From an optimization exercise on the open Yosys and OpenROAD flow, aimed at small area and a short achievable clock period; shortcuts taken in it are not production practice. Only simulation tests tie the RTL to the original design; equivalence was not proved.

==> flow/design.v, too long to show whole: its modules and the start of the top module <==
// module config_capture: 50 lines
// module iir_first_order: 3066 lines
// module iir_sub24: 271 lines
// module iir_fa: 10 lines
// module iir_bsel: 9 lines
// module iir_bsel0: 7 lines
// module iir_bx: 7 lines
// module iir_bxn: 7 lines
// module iir_aoi21: 3 lines
// module iir_oai21: 3 lines
// module iir_nand2: 3 lines
// module iir_nor2: 3 lines
// module iir_inv: 3 lines
// module iir_xor2: 3 lines
// module iir_xnor2: 3 lines
// module iir_fa1: 9 lines
// module iir_ha: 9 lines
// module adc_path: 53 lines
// module dac_spi_serializer: 113 lines
// module servo_frontend: 37 lines
module servo_frontend (
	input  logic         clk1,
	input  logic         i_rst_n,
	input  logic [127:0] i_cfg,
	input  logic [32:0]  i_adc,
	input  logic [24:0]  i_dac,
	output logic [3:0]   o_afe,
	output logic [72:0]  o_filt,
	output logic [2:0]   o_spi,
	output logic         o_ldac_n,
	output logic         o_dac_credit
);
  // ...
==> flow/flow/run.sh <==
#!/bin/bash
# Standard layout (the standard.sh, standard synthesis unchanged), with
# - a tighter setup target for ORFS's timing repair (repair_timing
#   -setup_margin); the clock period and constraints stay the standard flow's,
# - every input and output port buffered with a buf_2 instead of the
#   larger cell buffer_ports picks by itself.
set -euo pipefail
export SETUP_SLACK_MARGIN=6.5
export BUFFER_PORTS_ARGS="-buffer_cell sky130_fd_sc_hd__buf_2"
bash standard.sh finish > standard.log 2>&1
==> flow/standard.sh <==
#!/bin/bash
# synth_recipe.tcl (not shown) runs the flow's synth.tcl, then flattens the netlist and writes it again
# the make line also repeats each setting of config.mk as NAME=value (left out here)
make -C /OpenROAD-flow-scripts/flow DESIGN_CONFIG=/design/flow/config.mk WORK_HOME=/design/flow/orfs CLKGATE_MAP_FILE= SYNTH_SCRIPT=/design/flow/synth_recipe.tcl "${@:-finish}"
==> flow/config.mk <==
export PLATFORM = sky130hd
export DESIGN_NAME = servo_frontend
export DESIGN_NICKNAME = servo_frontend
export VERILOG_FILES = /design/flow/design.v
export SDC_FILE = /design/flow/constraint.sdc
export NUM_CORES = 4
export LEC_CHECK = 0
export ABC_AREA = 0
export CAP_MARGIN = 20
export CORE_MARGIN = 2
export CORE_UTILIZATION = 40
export SLEW_MARGIN = 20
export SYNTH_HIERARCHICAL = 1
export SYNTH_MINIMUM_KEEP_SIZE = 0
==> flow/constraint.sdc <==
create_clock -name core_clock -period 11.5 [get_ports {clk1}]
set_input_delay 2.3000 -clock core_clock [delete_from_list [all_inputs] [get_ports {clk1}]]
set_output_delay 2.3000 -clock core_clock [all_outputs]
set_load 0.01 [all_outputs]
==> impl_metrics.env, run 1 <==
export IMPL_clkCellAreaFrac_pct=3.68
export IMPL_num_multi_input_gates=4736
export IMPL_globalRouteOverflowTotal=0
export IMPL_cts_sinks=671
export IMPL_multi_input_area_sq_mm=0.0510
export IMPL_r2r_slack_ns=6.12
export IMPL_m1WireLength_um=92600
export IMPL_fin_tns_setup_ns=0
export IMPL_seq_area_sq_mm=0.0141
export IMPL_crit_arrival_ns=5.97
export IMPL_startpoint="u_adc_path.g_chan[0].u_iir.a1_none[3]$_DFF_P_"
export IMPL_largest_class="multi-input gates"
export IMPL_dpl_hpwl_um=152000
export IMPL_cp_top_family="adder cells"
export IMPL_ctsResizeCount=697
export IMPL_ios=270
export IMPL_cts_root_buf="clkbuf_16"
export IMPL_startpoint_type="register"
export IMPL_clkTransAtPathRegs_ns=0.06
export IMPL_initial_utilization_pct=40.1
export IMPL_status="timing/DRC/antenna clean"
export IMPL_htreeDepth=3
export IMPL_post_place_ws_ns=5.32
export IMPL_nNonClkInverters=210
export IMPL_slowest_delay_ns=0.59
==> inputs of run 2 (changes only) <==
--- a/flow/design.v
+++ b/flow/design.v
@@ -148,16 +148,17 @@
 		a1_none <= ~a1_one_d;
 		a1_ntwo <= ~a1_two_d;
 		for (int j = 0; j < 9; j++) begin
 			a1_neg[j] <= i_a1[2*j+1];
 		end
 	end
 	assign x_in_n  = ~i_x;
 	assign x_cur_n = ~x_cur;
+	assign y_n     = ~y_prev;
 	logic [24:0] ay_pp0, ay_pp0_sel;
 	logic [24:0] ay_pp1, ay_pp1_sel;
 	logic [24:0] ay_pp2, ay_pp2_sel;
 	logic [24:0] ay_pp3, ay_pp3_sel;
 	logic [24:0] ay_pp4, ay_pp4_sel;
 	logic [24:0] ay_pp5, ay_pp5_sel;
 	logic [24:0] ay_pp6, ay_pp6_sel;
 	logic [24:0] ay_pp7, ay_pp7_sel;
@@ -3133,23 +3134,21 @@
 		ff0_a <= ff0_da;
 		ff0_b <= ff0_db;
 		p1_a  <= p1_da;
 		p1_b  <= p1_db;
 	end
 	always_ff @(posedge clk1) begin
 		if (!i_rst_n) begin
 			y_prev <= '0;
-			y_n    <= '1;
 			v_s2   <= 1'b0;
 		end else begin
 			v_s2 <= v_s1;
 			if (v_s1) begin
 				y_prev <= y_new;
-				y_n    <= ~y_new;
 			end
 		end
 	end
 	assign o_valid = v_s2;
 	assign o_y     = y_prev;
 endmodule
 module iir_sub24 (
 	input  logic [23:0] a,
--- a/flow/config.mk
+++ b/flow/config.mk
@@ -4,11 +4,12 @@
 export VERILOG_FILES = /design/flow/design.v
 export SDC_FILE = /design/flow/constraint.sdc
 export NUM_CORES = 4
 export LEC_CHECK = 0
 export ABC_AREA = 0
 export CAP_MARGIN = 20
 export CORE_MARGIN = 2
 export CORE_UTILIZATION = 40
+export CTS_BUF_LIST = sky130_fd_sc_hd__clkbuf_8
 export SLEW_MARGIN = 20
 export SYNTH_HIERARCHICAL = 1
 export SYNTH_MINIMUM_KEEP_SIZE = 0
==> run 2 against run 1 <==
Net effect: count of clock-buffer cells in the layout up 33; first-iteration DRC count is 4.4% lower; maximum frequency rose by 1.4%; worst setup slack improved by 0.074 ns; die area down 2.9%; register-to-register slack improved by 0.07 ns; design area decreased by 3.5%.
==> impl_metrics.env, run 2 <==
export IMPL_cp_cell_sequence="clkinvlp_4 -> buf_12 -> o22ai_2 -> xor2_1 -> fa_1 -> fa_1 -> fa_2 -> fa_2 -> fa_1 -> ha_4 -> a21oi_4 -> o21ai_2 -> a21oi_2 -> o21ai_1 -> a21oi_2 -> inv_1 -> xor2_1 -> mux2i_1 -> a21oi_1"
export IMPL_cap_viol_max_count=0
export IMPL_cts_tree="built"
export IMPL_cts_sinks=623
export IMPL_critPathBufInv=3
export IMPL_cts_root_buf="clkbuf_8"
export IMPL_antenna_found_initial=13
export IMPL_ios=270
export IMPL_final_common_cell="xor2_1"
export IMPL_cts_buffers=115
export IMPL_fp_dieW_um=393
export IMPL_setup_viol=0
export IMPL_initial_utilization_pct=40.4
export IMPL_final_cell_mix="xor2_1, o22ai_1, fa_1"
export IMPL_fillers=13400
export IMPL_cp_top_family="adder cells"
export IMPL_syn_area_sq_mm=0.0607
export IMPL_ys_warn_count=18
export IMPL_synthCells=5599
export IMPL_clkTransAtPathRegs_ns=0.07
export IMPL_dpl_hpwl_um=153000
export IMPL_startpoint_type="register"
export IMPL_cpMostUsedCell="fa_1"
export IMPL_vias=49900
export IMPL_final_cell_area_sq_mm=0.0745
export IMPL_area_delta_synth_final_pct=22.9
export IMPL_drc_errors=0
export IMPL_fmax_mhz=189
export IMPL_cts_hold_buffers=0
export IMPL_slowest_delay_ns=0.59
export IMPL_rsz0062_at_grt="true"
export IMPL_drv_slew=0
export IMPL_post_place_ws_ns=5.37
export IMPL_min_path_type="reg2reg"
export IMPL_drtPass1Iterations=6
export IMPL_fin_tns_setup_ns=0
export IMPL_globalRouteOverflowTotal=0
export IMPL_grt_pass1_vias=51300
export IMPL_grt_pass1_wl_um=328000
export IMPL_grt_max_degree=73
export IMPL_period_needed_ns=5.30
export IMPL_crit_arrival_ns=6.04
export IMPL_core_area_sq_mm=0.150
export IMPL_relSlewSlack_pct=23.6
export IMPL_cp_end_kind="register"
export IMPL_gp_congestion=0.962
export IMPL_track_usage_pct=27.5
export IMPL_antenna_left=0
export IMPL_via_per_inst=5.95
export IMPL_wl_um=221000
export IMPL_top_regs="u_adc_path.g_chan.u_iir.ff0_a x64, u_adc_path.g_chan.u_iir.p1_a x64, u_adc_path.g_chan.u_iir.p1_b x62"
export IMPL_fin_util_pct=49.6
export IMPL_nets=7627
export IMPL_io_buffers=251
export IMPL_clkLatencyLatePin_ns=0.92
export IMPL_placed_area_sq_mm=0.0651
export IMPL_critPathRequiredTime_ns=12.24
export IMPL_period_share_pct=46.1
export IMPL_die_area_sq_mm=0.155
export IMPL_drtIter0Drc=5594
export IMPL_final_setup_worst_slack_ns=6.20
export IMPL_clock_skew_ns=0.0846
export IMPL_cts_buffer_depth=3
export IMPL_wl_per_cell_um=26.3
export IMPL_hold_viol=0
export IMPL_htreeDepth=3
export IMPL_layout_drive_gt1_share_pct=26.3
export IMPL_whs_ns=0.376
export IMPL_cp_slowest_cell="fa_2"
export IMPL_die_y_um=393
export IMPL_worstMarginPinSlew_ns=1.14
export IMPL_status="timing/DRC/antenna clean"
export IMPL_avgSynthCellArea_sq_um=10.8
export IMPL_worstSetupPathType="reg2reg"
export IMPL_worst_path_max_fanout=18
export IMPL_rows=142
==> run 2: layout make-up <==
class / instances / area (sq um) / share of cell area (%)
Antenna cell: 4 / 10.0 / 0.0134
Tap cell: 2016 / 2520 / 3.38
Timing Repair inverter: 2 / 15.0 / 0.0201
Multi-Input combinational cell: 4640 / 50000 / 67.1
Clock buffer: 146 / 2010 / 2.70
Timing Repair Buffer: 627 / 4940 / 6.62
Inverter: 256 / 1110 / 1.49
Sequential cell: 623 / 13100 / 17.5
Clock inverter: 69 / 811 / 1.09
==> run 2: routing by layer <==
| layer | track usage (%) | share of wire, % | up-vias |
|---|---|---|---|
| li1 | - | - | 21100 |
| met1 | 37.4 | 41 | 25100 |
| met2 | 41.2 | 43 | 3194 |
| met3 | 9.66 | 13 | 536 |
| met4 | 7.90 | 3.0 | 14 |
| met5 | 0 | 0.040 | - |
==> run 2: path summary, 6_finish.rpt <==
| kind | slack [ns] | cells past startpoint | start | endpoint |
|---|---|---|---|---|
| hold reg to reg | 0.38 | 1 | u_config_capture.gp_q[0][0]$_SDFF_PN0_ | u_config_capture.afe_nshdn_q[0]$_SDFF_PN0_ |
| setup reg to reg | 6.20 | 19 | u_adc_path.g_chan[1].u_iir.y_prev[15]$_SDFFE_PN0P_ | u_adc_path.g_chan[1].u_iir.y_prev[13]$_SDFFE_PN0P_ |
| setup / recovery | 6.20 | 19 | u_adc_path.g_chan[1].u_iir.y_prev[15]$_SDFFE_PN0P_ | u_adc_path.g_chan[1].u_iir.y_prev[13]$_SDFFE_PN0P_ |
| hold / removal | 0.38 | 1 | u_config_capture.gp_q[0][0]$_SDFF_PN0_ | u_config_capture.afe_nshdn_q[0]$_SDFF_PN0_ |
==> run 2: per-stage QoR <==
step	std cells
after floorplan	5601
after global placement	7935
after detailed placement	7935
after CTS	8332
after global routing	8383
final	8383
==> run 2: repair_timing <==
item | CTS | global route
pin swaps | 171 | 237
resized for setup | 643 | 337
endpoints found under the hold margin | 0 | 0
cloned | 3 | 1
setup endpoints to repair | 48 | 48
setup buffers | 179 | 46
==> inputs of run 3 (changes only) <==
--- a/flow/flow/run.sh
+++ b/flow/flow/run.sh
@@ -6,5 +6,5 @@
 #   larger cell buffer_ports picks by itself.
 set -euo pipefail
-export SETUP_SLACK_MARGIN=6.5
+export SETUP_SLACK_MARGIN=6.0
 export BUFFER_PORTS_ARGS="-buffer_cell sky130_fd_sc_hd__buf_2"
 bash standard.sh finish > standard.log 2>&1
--- a/flow/config.mk
+++ b/flow/config.mk
@@ -10,5 +10,4 @@
 export CORE_MARGIN = 2
 export CORE_UTILIZATION = 40
-export CTS_BUF_LIST = sky130_fd_sc_hd__clkbuf_8
 export SLEW_MARGIN = 20
 export SYNTH_HIERARCHICAL = 1
==> run 3 against run 2 <==
Net effect: still clean; count of clock-buffer cells in the layout down 47; non-clock buffer count down 110; register-to-register slack worse by 0.11 ns; critical path type unchanged.
==> impl_metrics.env, run 3 <==
export IMPL_hp_start="u_config_capture.gp_q[1][0]$_SDFF_PN0_"
export IMPL_drtIter0Drc=5260
export IMPL_status="timing/DRC/antenna clean"
export IMPL_post_place_ws_ns=5.37
export IMPL_slowest_delay_ns=0.55
export IMPL_nets=7482
export IMPL_vias=48600
export IMPL_cts_buffers=79
export IMPL_cap_viol_max_count=0
export IMPL_core_area_sq_mm=0.150
export IMPL_critPathBufInv=2
export IMPL_final_cell_mix="xor2_1, o22ai_1, fa_1"
export IMPL_cts_sinks=623
export IMPL_reg2regPathDepth=19
export IMPL_r2r_start="u_adc_path.g_chan[0].u_iir.y_prev[18]$_SDFFE_PN0P_"
export IMPL_ios=270
export IMPL_hold_end="u_config_capture.afe_nshdn_q[1]$_SDFF_PN0_"
export IMPL_worst_path_max_fanout=7
export IMPL_via_per_inst=5.93
export IMPL_initial_utilization_pct=40.4
export IMPL_die_area_sq_mm=0.155
export IMPL_top_regs="u_adc_path.g_chan.u_iir.ff0_a x64, u_adc_path.g_chan.u_iir.p1_a x64, u_adc_path.g_chan.u_iir.p1_b x62"
export IMPL_drv_slew=0
export IMPL_globalRouteOverflowTotal=0
export IMPL_track_usage_pct=27.0
export IMPL_wl_um=214000
export IMPL_drtPass1Iterations=6
export IMPL_area_delta_synth_final_pct=16.3
export IMPL_startpoint_type="register"
export IMPL_antennaDiodeCount=0
export IMPL_cp_top_family="adder cells"
export IMPL_period_needed_ns=5.41
export IMPL_fp_dieW_um=393
export IMPL_fin_cells=8197
export IMPL_cp_end_kind="register"
export IMPL_r2r_slack_ns=6.09
export IMPL_place_inst=7934
export IMPL_layout_drive_gt1_share_pct=18.8
export IMPL_fmax_mhz=185
export IMPL_final_common_cell="xor2_1"
export IMPL_fin_util_pct=47.0
export IMPL_worstSetupPathType="reg2reg"
export IMPL_htreeDepth=3
export IMPL_clkLatencyLatePin_ns=0.69
export IMPL_cts_root_buf="clkbuf_16"
export IMPL_synthCells=5599
export IMPL_worstMarginPinSlew_ns=1.11
export IMPL_min_path_type="reg2reg"
export IMPL_wl_per_cell_um=26.2
export IMPL_gp_congestion=0.944
export IMPL_cp_cell_sequence="clkinvlp_4 -> buf_4 -> o22ai_1 -> xor2_1 -> fa_1 -> fa_1 -> fa_1 -> fa_1 -> fa_1 -> ha_4 -> nand2_2 -> nor2_4 -> nand2_1 -> nor2_2 -> nand2_1 -> o21ai_2 -> xor2_1 -> mux2i_1 -> a21oi_1"
export IMPL_critPathRequiredTime_ns=12.11
export IMPL_clkTransAtPathRegs_ns=0.06
export IMPL_clock_skew_ns=0.0384
export IMPL_antenna_found_initial=8
export IMPL_cts_hold_buffers=0
export IMPL_setup_viol=0
export IMPL_grt_max_degree=89
export IMPL_rows=142
export IMPL_dpl_hpwl_um=153000
export IMPL_cts_tree="built"
export IMPL_relSlewSlack_pct=25.6
export IMPL_avgSynthCellArea_sq_um=10.8
export IMPL_drc_errors=0
export IMPL_min_path_cells=1
export IMPL_grt_pass1_vias=50000
export IMPL_cpMostUsedCell="fa_1"
export IMPL_die_y_um=393
export IMPL_fin_tns_setup_ns=0
export IMPL_ys_warn_count=18
export IMPL_syn_area_sq_mm=0.0607
export IMPL_final_setup_worst_slack_ns=6.09
export IMPL_r2r_end="u_adc_path.g_chan[0].u_iir.y_prev[19]$_SDFFE_PN0P_"
export IMPL_crit_arrival_ns=6.02
export IMPL_io_buffers=251
export IMPL_hold_viol=0
export IMPL_rsz0062_at_grt="true"
export IMPL_period_share_pct=47.0
export IMPL_antenna_left=0
export IMPL_grt_pass1_wl_um=320000
export IMPL_cp_slowest_cell="fa_1"
export IMPL_cts_buffer_depth=3
==> run 3: final cells by class <==
class	count	area [sq um]
clock buffers	99	2210
inverters	256	1100
flip-flops and latches	623	13000
fillers	13900	79600
clock inverters	43	493
multi-input cells	4640	47700
repair buffers	517	3500
repair inverters	3	20.0
well taps	2016	2520
==> run 3: how the worst max path moves through the flow <==
stage | startpoint | slack, ns | to | cells after the start
floorplan | u_adc_path.g_chan[0].u_iir.a1_neg[4]$_DFF_P_ | 6.43 | u_adc_path.g_chan[0].u_iir.y_prev[23]$_SDFFE_PN0P_ | 16
global placement | u_adc_path.g_chan[1].u_iir.y_prev[14]$_SDFFE_PN0P_ | 5.41 | u_adc_path.g_chan[1].u_iir.y_prev[18]$_SDFFE_PN0P_ | 18
detailed placement | u_adc_path.g_chan[1].u_iir.y_prev[14]$_SDFFE_PN0P_ | 5.37 | u_adc_path.g_chan[1].u_iir.y_prev[18]$_SDFFE_PN0P_ | 18
CTS | u_adc_path.g_chan[1].u_iir.y_prev[21]$_SDFFE_PN0P_ | 5.98 | u_adc_path.g_chan[1].u_iir.y_prev[18]$_SDFFE_PN0P_ | 20
global route | u_adc_path.g_chan[1].u_iir.y_prev[19]$_SDFFE_PN0P_ | 5.94 | u_adc_path.g_chan[1].u_iir.y_prev[22]$_SDFFE_PN0P_ | 19
finish | u_adc_path.g_chan[0].u_iir.y_prev[18]$_SDFFE_PN0P_ | 6.09 | u_adc_path.g_chan[0].u_iir.y_prev[19]$_SDFFE_PN0P_ | 19
==> run 3: metrics by stage <==
step | hold WS (ns) | area, sq um
4_1_cts | 0.392 | 69100
6_report | 0.389 | 70500
5_1_grt | 0.399 | 70500
3_5_place_dp | 0.383 | 65100
2_1_floorplan | 0.360 | 60700
3_3_place_gp | 0.374 | 65100
==> run 3: what timing repair did <==
| action | 4_1_cts | 5_1_grt |
|---|---|---|
| gates resized for setup | 126 | 282 |
| setup buffers | 95 | 23 |
| pin swaps | 2 | 50 |
| cloned | 3 | 0 |
| setup endpoints to repair | 48 | 48 |
==> run 3: routing by layer <==
metal	track usage [%]	part of all wire, %	vias to the layer above
li1	-	-	20800
met1	37.4	42	24400
met2	40.3	43	2949
met3	8.62	12	402
met4	7.46	2.5	14
met5	0	0.040	-

afterwards: timing with drivers on the ports:
The flow's constraints put no driver on any port. The routed layouts listed below were extracted and timed again, unchanged, in two steps. Step 1 sets driving cells, clkbuf_16 on the clock port and buf_2 on the other inputs (assumed; they add their load-dependent delay and slew). Step 2, shift: input delay + t, output delay - t, t = (earliest + latest rising clock arrival at the registers) / 2. This alone moves slack from input paths to output paths. Three values: ideal ports, drivers, drivers and shift; two values: the first two.
| run | shift t [ns] | setup slack, ns | hold slack, ns | worst register clock-pin slew, ns | cell pins on the clock port's net |
|---|---|---|---|---|---|
| run 1 | 0.768 | 6.124 / 6.124 / 5.892 | 0.371 / 0.371 / 0.371 | 0.07 / 0.07 | 1 |
| run 2 | 0.945 | 6.199 / 6.199 / 5.866 | 0.376 / 0.376 / 0.376 | 0.08 / 0.08 | 1 |
| run 3 | 0.749 | 6.089 / 6.089 / 5.870 | 0.389 / 0.389 / 0.389 | 0.07 / 0.07 | 1 |
After both steps every run listed still meets setup and hold. The setup slack of run 2, which loses most, moves by 0.000 ns with the drivers and by -0.333 ns with both steps.
